This is an optimization exercise on Yosys and OpenROAD, whose aim is small area, not a production implementation. Where RTL was checked, it was by simulation tests only, not by an equivalence proof against the original. No activity file was given, so power comes from the tool's default toggle rates.

==> run a <==
==> flow/design.v <==
package data_mem_pkg;
  typedef enum logic {S_CLEAR, S_IDLE} mem_state_t;
  localparam logic [63:0] CLR_VAL_DEFAULT = '0;
endpackage
module data_mem_bit (
  input  logic clk_i,
  input  logic sel_i,
  input  logic hold_i,
  input  logic d_i,
  output logic q_o
);
  always_ff @(posedge clk_i) begin
    q_o <= (sel_i & d_i) | (hold_i & q_o);
  end
endmodule
module data_mem_rd3 (
  input  logic [2:0] sel_i,
  input  logic [2:0] d_i,
  output logic       y_no
);
  assign y_no = ~|(sel_i & d_i);
endmodule
module data_mem_array #(
  parameter int unsigned AW = 8,
  parameter int unsigned DW = 8
) (
  input  logic          clk_i,
  input  logic          clr_i,
  input  logic [DW-1:0] clr_val_i,
  input  logic          we_i,
  input  logic [AW-1:0] addr_i,
  input  logic [DW-1:0] wdata_i,
  output logic [DW-1:0] rdata_o
);
  localparam int unsigned NW = 1 << AW;
  localparam int unsigned LW = AW / 2;         
  localparam int unsigned HW = AW - LW;
  localparam int unsigned NG = (NW + 2) / 3;   
  logic [DW-1:0]       mem_q [NW];
  logic [(1<<LW)-1:0]  lo_sel;
  logic [(1<<HW)-1:0]  hi_sel;
  logic [3*NG-1:0]     sel;
  logic [DW-1:0]       wd;
  always_comb begin
    for (int k = 0; k < (1 << LW); k++) begin
      lo_sel[k] = clr_i | (addr_i[LW-1:0] == LW'(k));
    end
    for (int j = 0; j < (1 << HW); j++) begin
      hi_sel[j] = clr_i | (addr_i[AW-1:LW] == HW'(j));
    end
  end
  for (genvar i = 0; i < 3 * NG; i++) begin : g_sel
    if (i < NW) begin : g_word
      assign sel[i] = hi_sel[i >> LW] & lo_sel[i % (1 << LW)];
    end else begin : g_pad
      assign sel[i] = 1'b0;
    end
  end
  for (genvar i = 0; i < NW; i++) begin : g_word
    for (genvar b = 0; b < DW; b++) begin : g_bit
      data_mem_bit u_bit (
        .clk_i (clk_i),
        .sel_i (sel[i]),
        .hold_i(~sel[i]),
        .d_i   (wd[b]),
        .q_o   (mem_q[i][b])
      );
    end
  end
  for (genvar b = 0; b < DW; b++) begin : g_rd
    logic [3*NG-1:0] col;
    logic [NG-1:0]   part_n;
    for (genvar i = 0; i < 3 * NG; i++) begin : g_col
      if (i < NW) begin : g_word
        assign col[i] = mem_q[i][b];
      end else begin : g_pad
        assign col[i] = 1'b0;
      end
    end
    for (genvar g = 0; g < NG; g++) begin : g_slice
      data_mem_rd3 u_rd3 (
        .sel_i(sel[3*g +: 3]),
        .d_i  (col[3*g +: 3]),
        .y_no (part_n[g])
      );
    end
    assign rdata_o[b] = ~&part_n;
  end
  assign wd = clr_i ? clr_val_i : (we_i ? wdata_i : rdata_o);
endmodule
module data_mem_bank #(
  parameter int unsigned   AW       = 8,
  parameter int unsigned   DW       = 8,
  parameter bit            REG_READ = 1'b1,
  parameter logic [DW-1:0] CLR_VAL  = DW'(data_mem_pkg::CLR_VAL_DEFAULT)
) (
  input  logic          CLK,
  input  logic          RST_N,
  input  logic [AW-1:0] DataAddress,
  input  logic          ReadMem,
  input  logic          WriteMem,
  input  logic [DW-1:0] DataIn,
  input  logic          ClearMem,
  output logic [DW-1:0] DataOut,
  output logic          Busy,
  output logic          AccessErr
);
  logic          busy_q;
  logic [AW-1:0] clr_ptr_q;
  logic          access_err_q;
  logic [DW-1:0] rd_data;
  always_ff @(posedge CLK or negedge RST_N) begin
    if (!RST_N) begin
      busy_q       <= 1'b1;
      clr_ptr_q    <= '0;
      access_err_q <= 1'b0;
    end else begin
      access_err_q <= (ReadMem | WriteMem) & busy_q;
      if (busy_q) begin
        clr_ptr_q <= clr_ptr_q + AW'(1);
        if (clr_ptr_q == '1) busy_q <= 1'b0;
      end else if (ClearMem) begin
        busy_q    <= 1'b1;
        clr_ptr_q <= '0;
      end
    end
  end
  assign Busy      = busy_q;
  assign AccessErr = access_err_q;
  data_mem_array #(
    .AW(AW),
    .DW(DW)
  ) u_array (
    .clk_i    (CLK),
    .clr_i    (busy_q),
    .clr_val_i(CLR_VAL),
    .we_i     (WriteMem),
    .addr_i   (DataAddress),
    .wdata_i  (DataIn),
    .rdata_o  (rd_data)
  );
  if (REG_READ) begin : g_reg_read
    logic [DW-1:0] dout_q;
    always_ff @(posedge CLK or negedge RST_N) begin
      if (!RST_N) begin
        dout_q <= '0;
      end else if (!busy_q && ReadMem) begin
        dout_q <= WriteMem ? DataIn : rd_data;
      end
    end
    assign DataOut = dout_q;
  end else begin : g_comb_read
    assign DataOut = rd_data;
  end
endmodule
==> flow/run.sh <==
#!/bin/bash
# synth_recipe.tcl (not shown) runs the flow's synth.tcl, then flattens the netlist and writes it again
# the make line also repeats each setting of config.mk as NAME=value (left out here)
make -C /OpenROAD-flow-scripts/flow DESIGN_CONFIG=/design/flow/config.mk WORK_HOME=/design/flow/orfs CLKGATE_MAP_FILE= SYNTH_SCRIPT=/design/flow/synth_recipe.tcl finish
==> flow/config.mk <==
export PLATFORM = sky130hd
export DESIGN_NAME = data_mem_bank
export DESIGN_NICKNAME = data_mem_bank
export VERILOG_FILES = /design/flow/design.v
export SDC_FILE = /design/flow/constraint.sdc
export NUM_CORES = 4
export LEC_CHECK = 0
export CAP_MARGIN = 20
export CORE_MARGIN = 2
export CORE_UTILIZATION = 50
export CTS_BUF_LIST = sky130_fd_sc_hd__clkbuf_4 sky130_fd_sc_hd__clkbuf_8
export PLACE_DENSITY = 0.6
export SLEW_MARGIN = 20
export SYNTH_HIERARCHICAL = 1
==> flow/constraint.sdc <==
create_clock -name core_clock -period 5.0 [get_ports {CLK}]
set_input_delay 1.0000 -clock core_clock [delete_from_list [all_inputs] [get_ports {CLK}]]
set_output_delay 1.0000 -clock core_clock [all_outputs]
set_load 0.01 [all_outputs]
==> run b (differences from run a) <==
==> flow/design.v, changed modules only <==
module data_mem_wsel (
  input  logic hi_ni,
  input  logic lo_ni,
  input  logic hi_we_i,
  input  logic lo_i,
  output logic sel_o,
  output logic hold_o
);
  assign sel_o  = ~(hi_ni | lo_ni);
  assign hold_o = ~(hi_we_i & lo_i);
endmodule
module data_mem_rd #(
  parameter int unsigned W = 3
) (
  input  logic [W-1:0] sel_i,
  input  logic [W-1:0] d_i,
  output logic         y_no
);
  assign y_no = ~|(sel_i & d_i);
endmodule
module data_mem_rdgate #(
  parameter int unsigned W    = 4,
  parameter bit          OR_N = 1'b0
) (
  input  logic [W-1:0] a_i,
  output logic         y_o
);
  assign y_o = OR_N ? ~|a_i : ~&a_i;
endmodule
module data_mem_rdtree #(
  parameter int unsigned N = 86
) (
  input  logic [N-1:0] in_ni,
  output logic         y_o
);
  function automatic integer fanin(input integer lvl);
    fanin = (lvl % 2 == 0) ? 4 : 2;
  endfunction
  function automatic integer cnt(input integer lvl);
    integer c;
    c = N;
    for (integer l = 0; l < 32; l = l + 1) begin
      if (l < lvl) c = (c + fanin(l) - 1) / fanin(l);
    end
    cnt = c;
  endfunction
  function automatic integer levels(input integer n);
    integer c, l;
    c = n;
    l = 0;
    for (integer i = 0; i < 32; i = i + 1) begin
      if (c > 1) begin
        c = (c + fanin(l) - 1) / fanin(l);
        l = l + 1;
      end
    end
    levels = l;
  endfunction
  localparam int unsigned NL = levels(N);
  logic [N-1:0] lvl [NL+1];
  assign lvl[0] = in_ni;
  for (genvar l = 0; l < NL; l++) begin : g_lvl
    localparam int unsigned F = fanin(l);
    for (genvar g = 0; g < cnt(l + 1); g++) begin : g_gate
      localparam int unsigned W = (cnt(l) - F * g < F) ? cnt(l) - F * g : F;
      data_mem_rdgate #(
        .W   (W),
        .OR_N(l % 2 == 1)
      ) u_gate (
        .a_i(lvl[l][F*g +: W]),
        .y_o(lvl[l+1][g])
      );
    end
    if (cnt(l + 1) < N) begin : g_pad
      assign lvl[l+1][N-1:cnt(l+1)] = '0;
    end
  end
  if (NL % 2 == 1) begin : g_pos
    assign y_o = lvl[NL][0];
  end else begin : g_neg
    assign y_o = ~lvl[NL][0];
  end
endmodule
module data_mem_array #(
  parameter int unsigned   AW      = 8,
  parameter int unsigned   DW      = 8,
  parameter logic [DW-1:0] CLR_VAL = '0
) (
  input  logic          clk_i,
  input  logic          clr_i,
  input  logic          we_i,
  input  logic [AW-1:0] addr_i,
  input  logic [DW-1:0] wdata_i,
  output logic [DW-1:0] rdata_o
);
  localparam int unsigned NW = 1 << AW;
  localparam int unsigned LW = AW / 2;         
  localparam int unsigned HW = AW - LW;
  localparam int unsigned NG = (NW + 2) / 3;   
  localparam bit          CLR_SEL = (CLR_VAL != '0);
  logic [DW-1:0]       mem_q [NW];
  logic [(1<<LW)-1:0]  lo_n, lo_wr;
  logic [(1<<HW)-1:0]  hi_n, hi_wr;
  logic [NW-1:0]       sel, hold;
  logic [DW-1:0]       wd;
  always_comb begin
    for (int k = 0; k < (1 << LW); k++) begin
      lo_n[k]  = ~((CLR_SEL & clr_i) | (addr_i[LW-1:0] == LW'(k)));
      lo_wr[k] = clr_i | (addr_i[LW-1:0] == LW'(k));
    end
    for (int j = 0; j < (1 << HW); j++) begin
      hi_n[j]  = ~((CLR_SEL & clr_i) | (addr_i[AW-1:LW] == HW'(j)));
      hi_wr[j] = clr_i | (we_i & (addr_i[AW-1:LW] == HW'(j)));
    end
  end
  assign wd = clr_i ? CLR_VAL : (we_i ? wdata_i : '0);
  for (genvar i = 0; i < NW; i++) begin : g_word
    data_mem_wsel u_wsel (
      .hi_ni  (hi_n[i >> LW]),
      .lo_ni  (lo_n[i % (1 << LW)]),
      .hi_we_i(hi_wr[i >> LW]),
      .lo_i   (lo_wr[i % (1 << LW)]),
      .sel_o  (sel[i]),
      .hold_o (hold[i])
    );
    for (genvar b = 0; b < DW; b++) begin : g_bit
      data_mem_bit u_bit (
        .clk_i (clk_i),
        .sel_i (sel[i]),
        .hold_i(hold[i]),
        .d_i   (wd[b]),
        .q_o   (mem_q[i][b])
      );
    end
  end
  for (genvar b = 0; b < DW; b++) begin : g_rd
    logic [NW-1:0] col;
    logic [NG-1:0] part_n;
    for (genvar i = 0; i < NW; i++) begin : g_col
      assign col[i] = mem_q[i][b];
    end
    for (genvar g = 0; g < NG; g++) begin : g_slice
      localparam int unsigned W = (NW - 3 * g < 3) ? NW - 3 * g : 3;
      data_mem_rd #(
        .W(W)
      ) u_rd (
        .sel_i(sel[3*g +: W]),
        .d_i  (col[3*g +: W]),
        .y_no (part_n[g])
      );
    end
    data_mem_rdtree #(
      .N(NG)
    ) u_tree (
      .in_ni(part_n),
      .y_o  (rdata_o[b])
    );
  end
endmodule
module data_mem_bank #(
  parameter int unsigned   AW       = 8,
  parameter int unsigned   DW       = 8,
  parameter bit            REG_READ = 1'b1,
  parameter logic [DW-1:0] CLR_VAL  = DW'(data_mem_pkg::CLR_VAL_DEFAULT)
) (
  input  logic          CLK,
  input  logic          RST_N,
  input  logic [AW-1:0] DataAddress,
  input  logic          ReadMem,
  input  logic          WriteMem,
  input  logic [DW-1:0] DataIn,
  input  logic          ClearMem,
  output logic [DW-1:0] DataOut,
  output logic          Busy,
  output logic          AccessErr
);
  logic          busy_q;
  logic [AW-1:0] clr_ptr_q;
  logic          access_err_q;
  logic [DW-1:0] rd_data;
  always_ff @(posedge CLK or negedge RST_N) begin
    if (!RST_N) begin
      busy_q       <= 1'b1;
      clr_ptr_q    <= '0;
      access_err_q <= 1'b0;
    end else begin
      access_err_q <= (ReadMem | WriteMem) & busy_q;
      if (busy_q) begin
        clr_ptr_q <= clr_ptr_q + AW'(1);
        if (clr_ptr_q == '1) busy_q <= 1'b0;
      end else if (ClearMem) begin
        busy_q <= 1'b1;
      end
    end
  end
  assign Busy      = busy_q;
  assign AccessErr = access_err_q;
  data_mem_array #(
    .AW(AW),
    .DW     (DW),
    .CLR_VAL(CLR_VAL)
  ) u_array (
    .clk_i    (CLK),
    .clr_i    (busy_q),
    .we_i     (WriteMem),
    .addr_i   (DataAddress),
    .wdata_i  (DataIn),
    .rdata_o  (rd_data)
  );
  if (REG_READ) begin : g_reg_read
    logic [DW-1:0] dout_q;
    always_ff @(posedge CLK or negedge RST_N) begin
      if (!RST_N) begin
        dout_q <= '0;
      end else if (!busy_q && ReadMem) begin
        dout_q <= WriteMem ? DataIn : rd_data;
      end
    end
    assign DataOut = dout_q;
  end else begin : g_comb_read
    assign DataOut = rd_data;
  end
endmodule
// module data_mem_rd3 removed
- CORE_UTILIZATION: 50 -> 60
- CTS_BUF_LIST: sky130_fd_sc_hd__clkbuf_4 sky130_fd_sc_hd__clkbuf_8 -> sky130_fd_sc_hd__clkbuf_8
- CTS_CLUSTER_DIAMETER: not set -> 80
- CTS_CLUSTER_SIZE: not set -> 15
- GPL_TIMING_DRIVEN: not set -> 0
- PLACE_DENSITY: 0.6 -> 0.75
- SETUP_SLACK_MARGIN: not set -> 0.3
==> run c (differences from run a) <==
- CTS_BUF_LIST: sky130_fd_sc_hd__clkbuf_4 sky130_fd_sc_hd__clkbuf_8 -> not set
==> comparison table <==
	run b	run a	run c
Outcome	finished clean	finished clean	failed layout checks
Layout check failures	-	-	negative setup slack
Maximum buffer depth of the clock tree	3	4	3
Non-clock buffer count in the final layout	116	1272	1273
Pre-CTS worst setup slack	-702 ps	-736 ps	-736 ps
Proportion of total power due to net switching	0.217	0.256	0.253
Number of antenna violations at the first check in global routing	9	18	13
Total power	25.0 mW	38.9 mW	39.5 mW
Gate count after technology mapping	5783	5979	5979
Non-filler instance count after layout	7596	9746	9535
1st-iter DRT viols	10706	11005	11156
Final worst path period share	0.945	0.980	1.03
Net count reported at finish	6055	7622	7482
Met3 wirelength from detailed routing	24.4 mm	29.1 mm	28.8 mm
Skew final	32.3 ps	38.3 ps	24.5 ps
The RTL of run a and run c was laid out without a check of its function.

-- static timing again, ports no longer ideal --
Ports are ideal in the flow. The routed layouts listed here were re-timed in OpenROAD. Step 1 assumes that a clkbuf_16 drives the clock port and a buf_2 every other input. Step 2 moves the port delays by t, midway between the first and last clock arrival at a register: inputs arrive t later, outputs are due t later. That takes back most of the time a late clock gives input paths. Three values: ideal, step 1, step 2; two values: the first two.
run	t, ns	setup slack, ns	worst setup path at the end	cell pins on the clock port's net
run a	1.067	0.102 / 0.102 / -0.918	input to register	1
run b	0.949	0.274 / 0.283 / -0.666	input to register	1
run c	0.923	-0.150 / -0.150 / -0.882	input to register	1
Met with ideal ports but missed after step 2: setup timing in run a and run b. The setup slack of run a, which loses most, moves by 0.000 ns with the drivers and by -1.020 ns with both steps.
